What follows belongs to an exercise in optimizing a design on an open flow for small area, a short achievable clock period and few clock cycles per item; a production flow would make more cautious choices. RTL that was checked went through simulation tests only; none was proved equivalent to the original.

// chacha_core
module chacha_core (
  input  wire          clk,
  input  wire          dr_ctr_rst,
  input  wire          init,
  input  wire          next,
  input  wire  [383:0] cfg,
  input  wire  [4:0]   rounds,
  input  wire  [511:0] data_in,
  output wire          ready,
  output wire  [511:0] data_out,
  output wire          data_out_valid
);
clock: 13.0 ns
lec_check: 0
abc_area: 1
cap_margin: 20
core_margin: 2
core_utilization: 40
place_density: 0.58
setup_slack_margin: 1.5
slew_margin: 20
standard.sh (not shown) runs the stock make flow with config.mk's settings and CLKGATE_MAP_FILE= SYNTH_SCRIPT=/design/flow/synth_recipe.tcl, a recipe that flattens the netlist after the stock synthesis.
==> flow/flow/run.sh <==
#!/bin/bash
# The standard layout, with the port buffers that buffer_ports inserts made
# from the smallest buffer (sky130_fd_sc_hd__buf_1) instead of its default
# delay buffer. Every port still gets its own buffer; repair_design resizes
# them where a load needs more drive. make's full output goes to flow.log.
set -euo pipefail
export BUFFER_PORTS_ARGS="-buffer_cell sky130_fd_sc_hd__buf_1"
bash standard.sh > flow.log 2>&1
The starting point passed the timing, DRC and antenna checks.
Testbench counts at the start, summed over its fixed seeds: cycles 5,913, blocks 369.
Rerun with:
- CORE_UTILIZATION: 40 -> 45
- PLACE_DENSITY: 0.58 -> 0.6
- SETUP_SLACK_MARGIN: 1.5 -> default
Result: Worst hold slack gains 5.7 ps; global-route usage went up by 3.7 points; fmax is lower by about 11%; die area went down by 11%; cell area shrinks by 2.3%.
Rerun with:
- CORE_UTILIZATION: 45 -> 35
- PLACE_DENSITY: 0.6 -> 0.55
- SETUP_SLACK_MARGIN: default -> 1.5
Result:
- core utilization went down by 10 points
- global-route usage shrinks by 10 points
- final area went up by 3.0%
- register-to-register slack improved by 1400 ps
- clock skew came out higher by 3.7 ps
- synthesized cell count stays the same
Rerun with:
- CORE_UTILIZATION: 35 -> 45
- PLACE_DENSITY: 0.55 -> 0.6
Result:
- sequential share of layout area rises by 0.53 points
- worst setup slack loses 97 ps
- via count rose by 3.5%
- design area is lower by 2.0%
- register-to-register slack loses 97 ps
- worst hold slack improved by 9.6 ps
- die area fell by 22%
- cell count fell by 6.1%

* * *

Another version of the RTL of chacha_core (not shown whole).
Size in the first run: roughly 12000 cells after synthesis, about 1400 I/O pins, roughly 92000 µm² of cells after synthesis.
clock: 13.0 ns
lec_check: 0
abc_area: 1
cap_margin: 20
core_margin: 2
core_utilization: 45
place_density: 0.6
slew_margin: 20
run.sh (not shown) runs the stock make flow with config.mk's settings and CLKGATE_MAP_FILE= SYNTH_SCRIPT=/design/flow/synth_recipe.tcl, a recipe that flattens the netlist after the stock synthesis.
Stock flow here: none of the scripts above is used.
The first run finished with timing, DRC and antenna clean.
Change:
--- a/flow/config.mk
+++ b/flow/config.mk
@@ -10,4 +10,4 @@
 export CORE_MARGIN = 2
-export CORE_UTILIZATION = 45
-export PLACE_DENSITY = 0.6
+export CORE_UTILIZATION = 25
+export PLACE_DENSITY = 0.5
 export SLEW_MARGIN = 20
Result:
- core utilization is lower by 23 points
- die area is higher by 79%
- count of clock-buffer cells in the layout is higher by 19
- global-route usage is lower by 18 points
- wire length is higher by 17%
No run of this note included a check of the RTL's function; only the layout flow was run.

* * *

Another version of the RTL of chacha_core (not shown whole).
Size: about 9800 cells after synthesis, about 900 flip-flops, ~83000 sq um of cells after synthesis.
==> flow/design.v (excerpt) <==
module chacha_core (
  input  wire          clk,
  input  wire          dr_ctr_rst,
  input  wire          init,
  input  wire          next,
  input  wire  [383:0] cfg,
  input  wire  [4:0]   rounds,
  input  wire  [511:0] data_in,
  output wire          ready,
  output wire  [511:0] data_out,
  output wire          data_out_valid
);
==> flow/config.mk <==
export PLATFORM = sky130hd
export DESIGN_NAME = chacha_core
export DESIGN_NICKNAME = chacha_core
export VERILOG_FILES = /design/flow/design.v
export SDC_FILE = /design/flow/constraint.sdc
export NUM_CORES = 4
export LEC_CHECK = 0
export ABC_AREA = 1
export CAP_MARGIN = 20
export CORE_MARGIN = 2
export CORE_UTILIZATION = 35
export PLACE_DENSITY = 0.55
export SLEW_MARGIN = 20
==> flow/constraint.sdc <==
create_clock -name core_clock -period 13.0 [get_ports {clk}]
set_input_delay 2.6000 -clock core_clock [delete_from_list [all_inputs] [get_ports {clk}]]
set_output_delay 2.6000 -clock core_clock [all_outputs]
set_load 0.01 [all_outputs]
standard.sh (not shown) runs the stock make flow with config.mk's settings and CLKGATE_MAP_FILE= SYNTH_SCRIPT=/design/flow/synth_recipe.tcl, a recipe that flattens the netlist after the stock synthesis.
Scripts as last shown in full above: flow/flow/run.sh
Testbench counts at the start, summed over its fixed seeds: cycles 5,913, blocks 369.
Rerun with:
SETUP_SLACK_MARGIN = 1.5   (was default)
=> Worst hold slack barely changes; routed wire length came out higher by 0.74%; synthesized area is unchanged; sequential cell count does not change; final cell count went up by 1.3%; clock-buffer cell count stays the same.
Rerun with:
SETUP_SLACK_MARGIN = 1.0   (was 1.5)
The changed run produced a clean layout.
Routed wire length came out lower by about 0.4%.
Cell area falls by about 2%.

==> static timing again, ports no longer ideal <==
In the flow no input, the clock included, has a driving cell. The finished layouts below were timed again as built, in two steps. Step 1: set_driving_cell puts a clkbuf_16 on clk and a buf_2 on each other input, an assumption about the parent block. Step 2 adds t to the input delays and takes it off the output delays; t is the mean of the earliest and latest rising clock arrival at the registers after step 1. Input paths then give back, and output paths get back, about the clock's delay inside the block. a / b / c = no drivers / after step 1 / after step 2; a / b = the first two.
run	shift t [ns]	setup WS [ns]	hold slack, ns	worst data-port slew with drivers (ns)
the first run of note 1	0.945	1.812 / 1.812 / 1.812	0.521 / 0.521 / 0.521	0.28
the second run of note 1	0.944	0.454 / 0.454 / 0.454	0.527 / 0.527 / 0.527	0.25
the third run of note 1	0.926	1.816 / 1.816 / 1.816	0.517 / 0.517 / 0.517	0.31
the fourth run of note 1	0.941	1.719 / 1.719 / 1.719	0.526 / 0.526 / 0.526	0.23
the first run of note 2	0.951	0.538 / 0.538 / 0.538	0.525 / 0.525 / 0.525	0.34
the second run of note 2	0.982	0.704 / 0.704 / 0.704	0.559 / 0.559 / 0.559	0.31
the first run of note 3	0.937	0.682 / 0.682 / 0.682	0.522 / 0.522 / 0.522	0.17
the second run of note 3	0.936	1.706 / 1.706 / 1.706	0.521 / 0.521 / 0.521	0.16
the third run of note 3	0.939	1.362 / 1.362 / 1.362	0.519 / 0.519 / 0.519	0.16
After both steps setup and hold are still met in every run listed.
